What follows belongs to an exercise in optimizing a design on an open flow for a short achievable clock period and few clock cycles; a production flow would make more cautious choices. Function was checked by simulation only, so behaviour that the tests miss may differ from the original. Power is estimated from default activity; no workload was simulated.

==> design.v <==
`timescale 1ns/100ps
`default_nettype none
package mips_pkg;
    typedef enum logic [3:0] {
        st_fetch         = 4'd0,
        st_decode        = 4'd1,
        st_mem_addr      = 4'd2,
        st_mem_read      = 4'd3,
        st_mem_writeback = 4'd4,
        st_mem_write     = 4'd5,
        st_r_execute     = 4'd6,
        st_r_writeback   = 4'd7,
        st_branch        = 4'd8,
        st_imm_execute   = 4'd9,
        st_imm_writeback = 4'd10,
        st_jump          = 4'd11
    } state_t;
    typedef enum logic [2:0] {
        alu_add = 3'd0,
        alu_sub = 3'd1,
        alu_and = 3'd2,
        alu_or  = 3'd3,
        alu_slt = 3'd4
    } alu_op_t;
    typedef enum logic [5:0] {
        op_rtype = 6'h00,
        op_j     = 6'h02,
        op_beq   = 6'h04,
        op_bne   = 6'h05,
        op_addi  = 6'h08,
        op_lw    = 6'h23,
        op_sw    = 6'h2b
    } opcode_t;
    typedef enum logic [5:0] {
        fn_add = 6'h20,
        fn_sub = 6'h22,
        fn_and = 6'h24,
        fn_or  = 6'h25,
        fn_slt = 6'h2a
    } funct_t;
    typedef enum logic [1:0] {
        pc_alu_result  = 2'd0,  
        pc_alu_out     = 2'd1,  
        pc_jump_target = 2'd2
    } pc_src_t;
    typedef enum logic [1:0] {
        src_b_reg_b       = 2'd0,
        src_b_four        = 2'd1,
        src_b_imm         = 2'd2,
        src_b_imm_shifted = 2'd3
    } src_b_t;
endpackage
`default_nettype wire
`timescale 1ns/100ps
`timescale 1ns/100ps
`timescale 1ns/100ps
`timescale 1ns/100ps
`timescale 1ns/100ps
`default_nettype none
module mips_cpu (
    input  wire logic        clk,
    input  wire logic        clk_en,
    input  wire logic        reset,
    input  wire logic [31:0] r_data,
    output logic             wr_en,
    output logic [31:0]      mem_addr,
    output logic [31:0]      w_data
);
    localparam int IB = 5;               
    localparam int CN = 1 << IB;         
    localparam int TB = 9 - IB;          
    localparam int PW = CN / 2;          
    localparam logic [5:0] OP_R    = 6'h00;
    localparam logic [5:0] OP_J    = 6'h02;
    localparam logic [5:0] OP_BEQ  = 6'h04;
    localparam logic [5:0] OP_BNE  = 6'h05;
    localparam logic [5:0] OP_ADDI = 6'h08;
    localparam logic [5:0] OP_LW   = 6'h23;
    localparam logic [5:0] OP_SW   = 6'h2b;
    logic [31:0] pc_f;       
    logic        fport_q;    
    logic [31:0] pf_q;       
    logic        e_v;
    logic [31:0] e_a;        
    logic [31:0] e_b;        
    logic [31:0] e_y;        
    logic        e_y_imm;
    logic [4:0]  e_rs;
    logic [4:0]  e_rt;
    logic [4:0]  e_wa;       
    logic [2:0]  e_op;       
    logic        e_lw;
    logic        e_sw;
    logic        e_br;
    logic        e_bne;
    logic        e_pred;     
    logic [31:0] e_alt;      
    logic        m_v;
    logic        m_st;
    logic [31:0] m_addr;
    logic [31:0] m_wd;
    logic [4:0]  m_wa;       
    logic [31:0] rf [32];
    logic [31:0] c_data [CN];
    logic [TB-1:0] c_tag [CN];
    logic [CN-1:0] c_val;
    function automatic logic cacheable(input logic [31:0] a);
        cacheable = (a[31:11] == 21'd0);
    endfunction
    function automatic logic [IB-1:0] cidx(input logic [31:0] a);
        cidx = a[IB+1:2];
    endfunction
    function automatic logic [TB-1:0] ctag(input logic [31:0] a);
        ctag = a[10:IB+2];
    endfunction
    logic        hit_f;
    logic [31:0] c_out;
    logic [31:0] seq_f;
    logic        hit_seq;
    logic        hit_pf;
    assign seq_f   = pc_f + 32'd4;
    assign c_out   = c_data[cidx(pc_f)];
    assign hit_f   = cacheable(pc_f) && c_val[cidx(pc_f)] && (c_tag[cidx(pc_f)] == ctag(pc_f));
    assign hit_seq = cacheable(seq_f) && c_val[cidx(seq_f)] && (c_tag[cidx(seq_f)] == ctag(seq_f));
    assign hit_pf  = cacheable(pf_q) && c_val[cidx(pf_q)] && (c_tag[cidx(pf_q)] == ctag(pf_q));
    logic port_fetch;    
    logic port_pf;       
    assign port_fetch = !m_v && fport_q;
    assign port_pf    = !m_v && !fport_q;
    assign mem_addr = m_v ? m_addr : (fport_q ? pc_f : pf_q);
    assign w_data   = m_wd;
    assign wr_en    = m_v && m_st && clk_en;
    logic [31:0] sum;
    logic [31:0] diff;
    logic        less;
    logic [31:0] alu_res;
    logic        eq;
    logic        taken;
    logic        mispred;
    logic        load_use;
    logic        e_go;       
    logic        e_wr;       
    assign sum  = e_a + e_y;
    assign diff = e_a - e_y;
    assign less = (e_a[31] != e_y[31]) ? e_a[31] : diff[31];
    always_comb begin
        case (e_op)
            3'd1:    alu_res = diff;
            3'd2:    alu_res = e_a & e_y;
            3'd3:    alu_res = e_a | e_y;
            3'd4:    alu_res = {31'd0, less};
            default: alu_res = sum;
        endcase
    end
    assign eq       = (e_a == e_b);
    assign taken    = e_bne ? !eq : eq;
    assign load_use = e_v && m_v && !m_st && (m_wa != 5'd0) &&
                      ((e_rs == m_wa) || (e_rt == m_wa));
    assign e_go     = e_v && !load_use;
    assign mispred  = e_go && e_br && (taken != e_pred);
    assign e_wr     = e_go && (e_wa != 5'd0);
    logic m_ld;          
    assign m_ld = m_v && !m_st && (m_wa != 5'd0);
    logic [31:0] ins;
    logic        f_ok;
    logic        f_go;
    logic [5:0]  f_op;
    logic [5:0]  f_fn;
    logic [4:0]  f_rs;
    logic [4:0]  f_rt;
    logic [4:0]  f_rd;
    logic [31:0] f_imm;
    logic [31:0] f_tgt;
    logic [31:0] f_jt;
    logic        f_is_r;
    logic        f_is_j;
    logic        f_is_br;
    logic        f_pred;
    logic [31:0] f_npc;
    logic [31:0] f_alt;
    logic [31:0] f_a;
    logic [31:0] f_b;
    logic [4:0]  f_wa;
    logic [2:0]  f_aluop;
    assign ins   = hit_f ? c_out : r_data;
    assign f_ok  = hit_f || port_fetch;
    assign f_go  = f_ok && !load_use && !mispred;
    assign f_op  = ins[31:26];
    assign f_fn  = ins[5:0];
    assign f_rs  = ins[25:21];
    assign f_rt  = ins[20:16];
    assign f_rd  = ins[15:11];
    assign f_imm = {{16{ins[15]}}, ins[15:0]};
    assign f_tgt = seq_f + {f_imm[29:0], 2'b00};
    assign f_jt  = {seq_f[31:28], ins[25:0], 2'b00};
    assign f_is_r  = (f_op == OP_R);
    assign f_is_j  = (f_op == OP_J);
    assign f_is_br = (f_op == OP_BEQ) || (f_op == OP_BNE);
    assign f_pred  = f_is_br && ((f_rs == f_rt) ? (f_op == OP_BEQ) : ins[15]);
    assign f_npc   = f_is_j ? f_jt : (f_pred ? f_tgt : seq_f);
    assign f_alt   = f_pred ? seq_f : f_tgt;
    always_comb begin
        if (f_is_r)                                  f_wa = f_rd;
        else if ((f_op == OP_ADDI) || (f_op == OP_LW)) f_wa = f_rt;
        else                                         f_wa = 5'd0;
    end
    always_comb begin
        f_aluop = 3'd0;
        if (f_is_r) begin
            case (f_fn)
                6'h22:   f_aluop = 3'd1;
                6'h24:   f_aluop = 3'd2;
                6'h25:   f_aluop = 3'd3;
                6'h2a:   f_aluop = 3'd4;
                default: f_aluop = 3'd0;
            endcase
        end
    end
    function automatic logic [31:0] rd_fwd(input logic [4:0] r);
        if (r == 5'd0)                 rd_fwd = 32'd0;
        else if (e_wr && (e_wa == r))  rd_fwd = alu_res;
        else if (m_ld && (m_wa == r))  rd_fwd = r_data;
        else                           rd_fwd = rf[r];
    endfunction
    assign f_a = rd_fwd(f_rs);
    assign f_b = rd_fwd(f_rt);
    always_ff @(posedge clk) begin
        if (reset) begin
            pc_f    <= 32'h0000_0000;
            fport_q <= 1'b1;
            pf_q    <= 32'h0000_0000;
            e_v     <= 1'b0;
            m_v     <= 1'b0;
            c_val   <= '0;
        end else if (clk_en) begin
            if (mispred) begin
                pc_f    <= e_alt;
                fport_q <= 1'b1;
            end else if (f_go) begin
                pc_f    <= f_npc;
                fport_q <= f_is_j || f_pred || !hit_seq;
            end else begin
                fport_q <= 1'b1;
            end
            if (!((pf_q[31:2] > pc_f[31:2]) && (pf_q[31:2] <= pc_f[31:2] + 30'(PW))))
                pf_q <= seq_f;
            else if (port_pf || hit_pf)
                pf_q <= pf_q + 32'd4;
            if (f_go) begin
                e_v     <= 1'b1;
                e_a     <= f_a;
                e_b     <= f_b;
                e_y     <= (f_is_r || f_is_br) ? f_b : f_imm;
                e_y_imm <= !(f_is_r || f_is_br);
                e_rs    <= f_rs;
                e_rt    <= f_rt;
                e_wa    <= f_wa;
                e_op    <= f_aluop;
                e_lw    <= (f_op == OP_LW);
                e_sw    <= (f_op == OP_SW);
                e_br    <= f_is_br;
                e_bne   <= (f_op == OP_BNE);
                e_pred  <= f_pred;
                e_alt   <= f_alt;
            end else if (load_use) begin
                if (e_rs == m_wa) e_a <= r_data;
                if (e_rt == m_wa) begin
                    e_b <= r_data;
                    if (!e_y_imm) e_y <= r_data;
                end
            end else begin
                e_v <= 1'b0;
            end
            m_v <= e_go && (e_lw || e_sw);
            if (e_go) begin
                m_st   <= e_sw;
                m_addr <= sum;
                m_wd   <= e_b;
                m_wa   <= e_lw ? e_rt : 5'd0;
            end
            if (port_fetch && cacheable(pc_f)) begin
                c_val[cidx(pc_f)] <= 1'b1;
            end else if (port_pf && cacheable(pf_q)) begin
                c_val[cidx(pf_q)] <= 1'b1;
            end else if (m_v && m_st && cacheable(m_addr) && (c_tag[cidx(m_addr)] == ctag(m_addr))) begin
                c_val[cidx(m_addr)] <= 1'b0;
            end
        end
    end
    always_ff @(posedge clk) begin
        if (clk_en && !reset) begin
            if (port_fetch && cacheable(pc_f)) begin
                c_data[cidx(pc_f)] <= r_data;
                c_tag[cidx(pc_f)]  <= ctag(pc_f);
            end else if (port_pf && cacheable(pf_q)) begin
                c_data[cidx(pf_q)] <= r_data;
                c_tag[cidx(pf_q)]  <= ctag(pf_q);
            end
        end
    end
    always_ff @(posedge clk) begin
        if (clk_en) begin
            if (m_ld && !(e_wr && (e_wa == m_wa))) rf[m_wa] <= r_data;
            if (e_wr) rf[e_wa] <= alu_res;
        end
    end
endmodule
`default_nettype wire
==> run.sh <==
#!/bin/bash
# synth_recipe.tcl (not shown) runs the flow's synth.tcl, then flattens the netlist and writes it again
# the make line also repeats each setting of config.mk as NAME=value (left out here)
make -C /OpenROAD-flow-scripts/flow DESIGN_CONFIG=/design/flow/config.mk WORK_HOME=/design/flow/orfs CLKGATE_MAP_FILE= SYNTH_SCRIPT=/design/flow/synth_recipe.tcl finish
==> config.mk <==
export PLATFORM = sky130hd
export DESIGN_NAME = mips_cpu
export DESIGN_NICKNAME = mips_cpu
export VERILOG_FILES = /design/flow/design.v
export SDC_FILE = /design/flow/constraint.sdc
export NUM_CORES = 4
export LEC_CHECK = 0
export CAP_MARGIN = 20
export CORE_MARGIN = 2
export CORE_UTILIZATION = 40
export SLEW_MARGIN = 20
==> constraint.sdc <==
create_clock -name core_clock -period 10.0 [get_ports {clk}]
set_input_delay 2.0000 -clock core_clock [delete_from_list [all_inputs] [get_ports {clk}]]
set_output_delay 2.0000 -clock core_clock [all_outputs]
set_load 0.01 [all_outputs]
==> flow_summary.toml, run 1 <==
[grt]
grt.met1_usage_pct = 39.8
antenna_found_initial = 34
busiest_layer = "met2"
grt_usage_pct = 30.0
overflow = 0
grt_start_max_net_pins = 143
grtUsageMet2_pct = 45.1
grtUsageMet3_pct = 7.65
grt_pass1_vias = 100000
grt_first_pass_wirelength_mm = 749

[floorplanning]
dieArea_sq_um = 346000
ios = 100
core_area_sq_um = 340000
die_h_um = 588
rows = 214
initial_core_util_pct = 40.2
die_x_um = 588

[worst_setup_path]
cp.required_ps = 10610
rr_worst_depth = 20
crit_cells = 20
crit_type = "flip-flop to flip-flop"
critPathSlowestCell = "dfxtp_4"
r2r_end = "e_y[0]"
critPathCaptureType = "flip-flop"
worstSetupStartpointType = "flip-flop"
cp_top_family = "simple AND/OR/NAND/NOR gates"
cp_max_fo = 61
path_cells = "mux2i_1 > a22oi_1 > a21oi_1 > nor4_1 > xnor2_1 > nand3_2 > nor2_4 > mux2i_4 > buf_4 > nand2_1 > buf_4 > nor2_1 > buf_4 > a32oi_1 > o211ai_1 > o32a_1 > a211oi_1 > o21ai_0 > nand2b_1 > o311ai_0"
r2r_slack_ps = 1100
cp.arrival_ps = 9510
critPathBufInv = 3
slowest_delay_ps = 1030
cpMostUsedCell = "buf_4"

[timing]
period_minus_slack_ps = 8900
hold_viol = 0
rsz0062_at_grt = "false"
slew_viol_final = 0
max_slew.worst_pin.slew_ps = 1310
setup_tns_ps = 0
fmaxAchievable_mhz = 112
skew_ps = 59.5
setup_slack_ps = 1100
setup_viol_count_final = 0
finalCritPeriodShare_pct = 89.0
maxSlewHeadroom_pct = 12.3

[routing]
drcViolationCount = 0
drt_iter0_drc = 16800
via_per_inst = 6.47
wl_per_cell_um = 32.5
vias = 107000
ant_nets = 0
dr.pass1.iters = 12
finalWirelength_mm = 538

[outcome]
status = "no timing/DRC/antenna violations"

[finish]
final_layout_size_suffix_gt1_share_pct = 13.0
n_fill_cell = 31000
finish.utilization_pct = 44.6
nNetsFinal = 12000
area_growth_pct = 10.9
final_cell_area_sq_um = 151000

[clocking]
clockBufferDepth = 4
clock_sinks = 2512
cts_tree = "built"
clk_pin_slew_ps = 60
postCtsSetupBuffers = 0
cts_hold_buf = 0
root_buffer = "clkbuf_16"
cts_made_buffers = 284
htreeDepth = 5
cts_resized = 0
insertion_delay_ps = 940

[yosys]
ys_warn_count = 1
netlist.area_leader.share_pct = 52.8
yosysSeqAreaShare_pct = 54.5
synth_ff_type = "edfxtp_1"
syn-cell-area_sq_um = 136000
yosysTopAreaCell = "edfxtp_1"
avgSynthCellArea_sq_um = 11.2
yosysMostFrequentCell = "nand2_1"
ys_top_cells_by_count = "nand2_1 (2468), edfxtp_1 (2398), o21ai_0 (1316)"
synth_area_leaders = "edfxtp_1 (53%), mux4_2 (8.0%), nand2_1 (6.8%)"
synthCells = 12200
synthDistinctLibCells = 104
async_flop_share_pct = 0
synth_edf_count = 2398
synth_seq_cells = 2512

[pwr]
powerDensity_nw_per_um2 = 172
p_leak_nw = 53.1
ir_worst_vdd_uv = 184

[hold_path]
hp-class = "flip-flop to flip-flop"
hp-start = "pf_q[0]"
whs_endpoint = "pf_q[0]"
whs_path_depth = 2

[placed_design]
dpl.hpwl_mm = 322
dp_slack_ps = 1600
dpl_cell_area_sq_um = 142000
gp_congestion = 0.986
port_buffers = 99

[job]
maxCapViolCount = 0
## placed cells by master, fill, tap and decap left out, drive strengths merged, types with 69 or more instances in the layout
cell type	instances
nand2	2469
edfxtp	2398
o21ai	1342
mux2i	661
mux4	483
a21oi	410
buf	392
clkbuf	367
nor2	358
a211oi	344
nand3	249
inv	197
xnor2	195
ha	178
and2	153
a311oi	146
a31oi	144
and3	118
dfxtp	114
clkinv	112
nor3	86
o211ai	77
mux2	69
## area by class of cell
cell class	count	area [sq um]	area share, %
Antenna cell	18	45.0	0.0298
Clock inverter	144	1210	0.800
Inverter	189	738	0.488
Sequential cell	2512	74300	49.1
Timing Repair Buffer	458	3780	2.50
Clock buffer	367	7670	5.07
Tap cell	4536	5680	3.75
Multi-Input combinational cell	8304	57900	38.3
## report_power, final
group	switching, mW	total [mW]	internal [mW]
sequential	0.217	11.9	11.6
combinational	2.56	3.82	1.26
clock	4.45	10.3	5.85
## routing by layer
layer  part of all wire, %  routed length, um
met4                   6.4              34200
met1                    37             200000
met3                    13              69900
met2                    43             233000
met5                 0.042                224
## how the worst max path moves through the flow
stage                    from  endpoint  slack (ps)
floorplan           flip-flop    e_y[0]        2060
finish              flip-flop    e_y[0]        1100
CTS                 flip-flop    e_y[0]        1540
global route        flip-flop    e_y[0]        1160
detailed placement  flip-flop    e_y[0]        1600
global placement    flip-flop    e_y[0]        1530
## metrics by stage
step / hold WS, ps / instances / total power, mW
final: 458 / 16500 / 26.0
after global routing: 502 / 16500 / 26.6
after CTS: 456 / 16500 / 25.9
after detailed placement: 449 / 16000 / 15.7
after global placement: 442 / 16000 / 15.7
after floorplan: 427 / 12200 / 14.3
## registers in the layout, summed over array words and instances, names as in the netlist, 32 cells and up, named ones only
name and flops:
e_y 32, pc_f 32, pf_q 32, c_tag 128
rf 1024, e_b 32, c_data 1024, e_a 32
e_alt 32, m_addr 32, c_val 32, m_wd 32
## cell families after synthesis
kind of cell             synth area share (%)
flip-flops                               54.5
AND/OR/NAND/NOR                          11.5
multiplexers                             13.4
XOR/XNOR                                 1.67
AO/OA/AOI/OAI                            13.1
other                                 0.00275
buffers and inverters                    4.12
adder cells (fa/ha/maj)                  1.73
## worst register-to-register path, cell delays in order (launching register included)
cell and delay, ps:
dfxtp_4 1030, mux2i_1 270, a22oi_1 250, a21oi_1 120
nor4_1 820, xnor2_1 260, nand3_2 450, nor2_4 870
mux2i_4 400, buf_4 470, nand2_1 110, buf_4 370
nor2_1 940, buf_4 430, a32oi_1 160, o211ai_1 150
o32a_1 260, a211oi_1 160, o21ai_0 630, nand2b_1 200
o311ai_0 230
Testbench counts, summed over its fixed seeds: cycles 58,639.
==> run 2: changes to the inputs <==
--- a/design.v
+++ b/design.v
@@ -66,10 +66,10 @@
     output logic [31:0]      mem_addr,
     output logic [31:0]      w_data
 );
-    localparam int IB = 5;               
+    localparam int IB = 6;               
     localparam int CN = 1 << IB;         
     localparam int TB = 9 - IB;          
-    localparam int PW = CN / 2;          
+    localparam int PW = CN - 4;         
     localparam logic [5:0] OP_R    = 6'h00;
     localparam logic [5:0] OP_J    = 6'h02;
     localparam logic [5:0] OP_BEQ  = 6'h04;
@@ -101,6 +101,7 @@
     logic [31:0] m_wd;
     logic [4:0]  m_wa;       
     logic [31:0] rf [32];
+    logic [31:0] zf;         
     logic [31:0] c_data [CN];
     logic [TB-1:0] c_tag [CN];
     logic [CN-1:0] c_val;
@@ -182,7 +183,7 @@
     logic [31:0] f_b;
     logic [4:0]  f_wa;
     logic [2:0]  f_aluop;
-    assign ins   = hit_f ? c_out : r_data;
+    assign ins   = port_fetch ? r_data : c_out;  
     assign f_ok  = hit_f || port_fetch;
     assign f_go  = f_ok && !load_use && !mispred;
     assign f_op  = ins[31:26];
@@ -196,7 +197,20 @@
     assign f_is_r  = (f_op == OP_R);
     assign f_is_j  = (f_op == OP_J);
     assign f_is_br = (f_op == OP_BEQ) || (f_op == OP_BNE);
-    assign f_pred  = f_is_br && ((f_rs == f_rt) ? (f_op == OP_BEQ) : ins[15]);
+    logic [4:0] f_rx;
+    logic       f_xz;
+    logic       f_exact;
+    logic       f_texact;
+    assign f_rx     = (f_rs == 5'd0) ? f_rt : f_rs;
+    always_comb begin
+        if (f_rx == 5'd0)                    f_xz = 1'b1;
+        else if (e_wr && (e_wa == f_rx))     f_xz = (alu_res == 32'd0);
+        else if (m_ld && (m_wa == f_rx))     f_xz = (r_data == 32'd0);
+        else                                 f_xz = zf[f_rx];
+    end
+    assign f_exact  = (f_rs == f_rt) || (f_rs == 5'd0) || (f_rt == 5'd0);
+    assign f_texact = (f_rs == f_rt) ? (f_op == OP_BEQ) : ((f_op == OP_BEQ) ? f_xz : !f_xz);
+    assign f_pred   = f_is_br && (f_exact ? f_texact : ins[15]);
     assign f_npc   = f_is_j ? f_jt : (f_pred ? f_tgt : seq_f);
     assign f_alt   = f_pred ? seq_f : f_tgt;
     always_comb begin
@@ -300,8 +314,14 @@
     end
     always_ff @(posedge clk) begin
         if (clk_en) begin
-            if (m_ld && !(e_wr && (e_wa == m_wa))) rf[m_wa] <= r_data;
-            if (e_wr) rf[e_wa] <= alu_res;
+            if (m_ld && !(e_wr && (e_wa == m_wa))) begin
+                rf[m_wa] <= r_data;
+                zf[m_wa] <= (r_data == 32'd0);
+            end
+            if (e_wr) begin
+                rf[e_wa] <= alu_res;
+                zf[e_wa] <= (alu_res == 32'd0);
+            end
         end
     end
 endmodule
--- a/config.mk
+++ b/config.mk
@@ -5,7 +5,10 @@
 export SDC_FILE = /design/flow/constraint.sdc
 export NUM_CORES = 4
 export LEC_CHECK = 0
+export ABC_CLOCK_PERIOD_IN_PS = 4500
 export CAP_MARGIN = 20
 export CORE_MARGIN = 2
 export CORE_UTILIZATION = 40
+export SETUP_SLACK_MARGIN = 5
 export SLEW_MARGIN = 20
+export TNS_END_PERCENT = 100
==> run 2 against run 1 <==
  * Clock power increased by 38%
  * Final cell count increased by 32%
  * Largest power group unchanged
  * Design area increased by 45%
  * Non-clock buffer count increased by 677
  * Combinational power increased by 88%
  * Synthesized area increased by 35%
  * Still clean on timing, DRC and antenna
  * Sequential power increased by 45%
  * Synthesized cell count increased by 24%
  * Clock skew increased by 3.7 ps
  * Sequential share of layout area increased by 0.35 points
  * Worst hold slack improved by 5.4 ps
  * Largest cell class unchanged
  * Register-to-register slack improved by 2300 ps
==> flow_summary.toml, run 2 <==
[finish]
final_layout_size_suffix_gt1_share_pct = 23.5
finish.utilization_pct = 47.9
final_cell_area_sq_um = 220000
area_growth_pct = 19.5
final_cell_mix = "edfxtp_1 (3518), nand2_1 (3036), o21ai_0 (1204), mux4_2 (919), buf_4 (642)"
regMostFlops = "c_data"
nNetsFinal = 15500
largest_reg_flops = 2048
reg_top3 = "c_data x2048, rf x1024, c_tag x192"
n_fill_cell = 39500
final_common_cell = "edfxtp_1"

[routing]
wl_per_cell_um = 34.6
vias = 143000
via_per_inst = 6.58
dr.pass1.iters = 9
drcViolationCount = 0
finalWirelength_mm = 754
ant_nets = 0
drt_iter0_drc = 25200

[yosys]
yosys.area_share.simple_pct = 11.8
ys_warn_count = 1
avgSynthCellArea_sq_um = 12.2
syn-cell-area_sq_um = 184000
synth_compound_area_share_pct = 10.0
synthCells = 15100
synthAdderAreaFrac_pct = 1.47
yosysMostFrequentCell = "edfxtp_1"
synth_seq_cells = 3667
netlist.area_leader.share_pct = 57.4
synth_area_leaders = "edfxtp_1 (57%), mux4_2 (11%), nand2_1 (6.3%)"
async_flop_share_pct = 0
synth_edf_count = 3518
synthMuxAreaShare_pct = 13.3
ys_top_cells_by_count = "edfxtp_1 (3518), nand2_1 (3106), o21ai_0 (1339)"
synth_xor_area_share_pct = 1.10
yosysTopAreaCell = "edfxtp_1"
synth_top_family_by_area = "multiplexers"
synthDistinctLibCells = 102
synth_ff_type = "edfxtp_1"
yosysSeqAreaShare_pct = 59.0

[floorplanning]
ios = 100
die_x_um = 682
rows = 249
core_area_sq_um = 459000
dieArea_sq_um = 465000
initial_core_util_pct = 40.1
die_h_um = 682

[clocking]
clockBufferDepth = 4
clk_pin_slew_ps = 60
cts_made_buffers = 380
root_buffer = "clkbuf_16"
insertion_delay_ps = 1040
htreeDepth = 5
cts_tree = "built"
clock_sinks = 3667

[pwr]
p_sw_mw = 11.0
p_clk_share_pct = 36.8
ir_worst_vdd_uv = 169
switching_share_pct = 28.5
p_leak_nw = 75.1
internal_power_mw = 27.6
combPwrFrac_pct = 18.6
powerDensity_nw_per_um2 = 176
p_seq_share_pct = 44.6

[grt]
grt.met1_usage_pct = 40.9
antenna_found_initial = 57
grtUsageMet3_pct = 9.71
grt_usage_pct = 31.2
grt_start_max_net_pins = 82
overflow = 0
busiest_layer = "met2"
grtUsageMet2_pct = 45.5
grt_pass1_vias = 131000
grt_first_pass_wirelength_mm = 1030

[timing]
finalCritPeriodShare_pct = 65.6
setup_viol_count_final = 0
hold_viol = 0
fmaxAchievable_mhz = 152
hold_ws_ps = 463
rsz0062_at_grt = "true"
maxSlewHeadroom_pct = 7.76
slew_viol_final = 0
period_minus_slack_ps = 6560
max_slew.worst_pin.slew_ps = 1370
setup_tns_ps = 0
skew_ps = 63.2

[worst_setup_path]
worstSetupStartpointType = "flip-flop"
crit_type = "flip-flop to flip-flop"
critPathCaptureType = "flip-flop"
critPathSlowestCell = "edfxtp_1"
cp.required_ps = 10730
critPathBufInv = 4
cp_top_family = "simple AND/OR/NAND/NOR gates"
slowest_delay_ps = 520
cp.arrival_ps = 7290
cp_max_fo = 8

[job]
maxCapViolCount = 0

[placed_design]
dpl_cell_area_sq_um = 193000
port_buffers = 99
gp_congestion = 0.938
dpl.hpwl_mm = 411

[outcome]
status = "no timing/DRC/antenna violations"

[hold_path]
hp-class = "flip-flop to flip-flop"
## run 2: worst paths after layout
kind,startpoint,end,slack (ps),depth (start not counted)
worst max-delay path,e_y[6],e_alt[21],3440,31
worst min register to register,pf_q[1],pf_q[1],460,2
worst min-delay path,pf_q[1],pf_q[1],460,2
worst max register to register,e_y[6],e_alt[21],3440,31
## run 2: tightest hold or removal path, cell delays in order (launching register included)
cell	delay, ps
dfxtp_1	310
nand2_1	50
a21oi_1	60
## run 2: final cells by class
type | count | area [sq um] | area share (%)
Timing Repair Buffer | 1135 | 14300 | 6.50
Timing Repair inverter | 6 | 65.1 | 0.0296
Inverter | 194 | 862 | 0.392
Multi-Input combinational cell | 9898 | 76100 | 34.6
Clock inverter | 212 | 2050 | 0.932
Sequential cell | 3667 | 109000 | 49.5
Tap cell | 6149 | 7690 | 3.50
Antenna cell | 18 | 45.0 | 0.0205
Clock buffer | 470 | 9980 | 4.54
## run 2: cell families (layout without fill, tap and decap cells)
| family | Yosys count | after routing |
|---|---|---|
| compound gates | 3053 | 3054 |
| buf+inv | 1512 | 2017 |
| xor+xnor | 231 | 231 |
| mux | 1280 | 1280 |
| flops | 3667 | 3667 |
| fa+ha+maj | 214 | 214 |
| simple gates | 5106 | 5119 |
| other cells | 0 | 18 |
## run 2: power groups by stage
stage	logic (mW)	registers (mW)	clock network [mW]
after CTS	6.56	17.2	14.2
after detailed placement	5.60	17.5	0
after global routing	7.35	17.2	14.8
after floorplan	3.61	17.4	0
after global placement	5.56	17.5	0
final	7.17	17.2	14.2
## run 2: per-layer routing
layer / part of all wire [%] / wire [um]
met1: 35 / 267000
met2: 42 / 320000
met3: 15 / 112000
met4: 7.2 / 54600
met5: 0.021 / 156
## run 2: timing repair
| action | 4_1_cts | 5_1_grt |
|---|---|---|
| cloned | 107 | 19 |
| gates resized for setup | 1090 | 498 |
| pin swaps | 296 | 243 |
| hold buffers | 0 | 0 |
| setup endpoints to repair | 4787 | 1507 |
| buffers inserted | 308 | 146 |
## run 2: through the flow
| step | setup slack [ps] | total power, mW | cells |
|---|---|---|---|
| 5_1_grt | 3240 | 39.4 | 21700 |
| 3_5_place_dp | 2350 | 23.1 | 20500 |
| 4_1_cts | 3570 | 38.0 | 21600 |
| 2_1_floorplan | 3540 | 21.0 | 15100 |
| 3_3_place_gp | 2410 | 23.1 | 20500 |
| 6_report | 3440 | 38.6 | 21700 |
Testbench counts of run 2, summed over its fixed seeds: cycles 54,123.

[static timing again, ports no longer ideal]
How much do the figures lean on ideal ports? The routed layouts below were timed once more, with nothing changed but the port constraints.
Step 1 (the two cells are an assumption about what drives the block):
set clk [get_ports {clk}]
set_driving_cell -lib_cell sky130_fd_sc_hd__clkbuf_16 $clk
set_driving_cell -lib_cell sky130_fd_sc_hd__buf_2 [delete_from_list [all_inputs] $clk]
Step 2 also shifts input and output timing later by t, the mid clock arrival at the registers, as if the neighbouring blocks saw the same clock.
a / b / c = ideal ports / drivers / drivers and shift; a / b = the first two.
run | t, ns | setup WS [ns] | worst setup path at the end | latest minus earliest clock arrival (ns) | cell pins on the clock port's net
run 1 | 1.020 | 1.101 / 1.101 / 1.101 | register to register | 0.063 / 0.063 | 1
run 2 | 1.133 | 3.438 / 3.438 / 3.215 | input to register | 0.086 / 0.085 | 1
After both steps setup and hold are still met in every run listed. The setup slack of run 2, which loses most, moves by 0.000 ns with the drivers and by -0.223 ns with both steps.
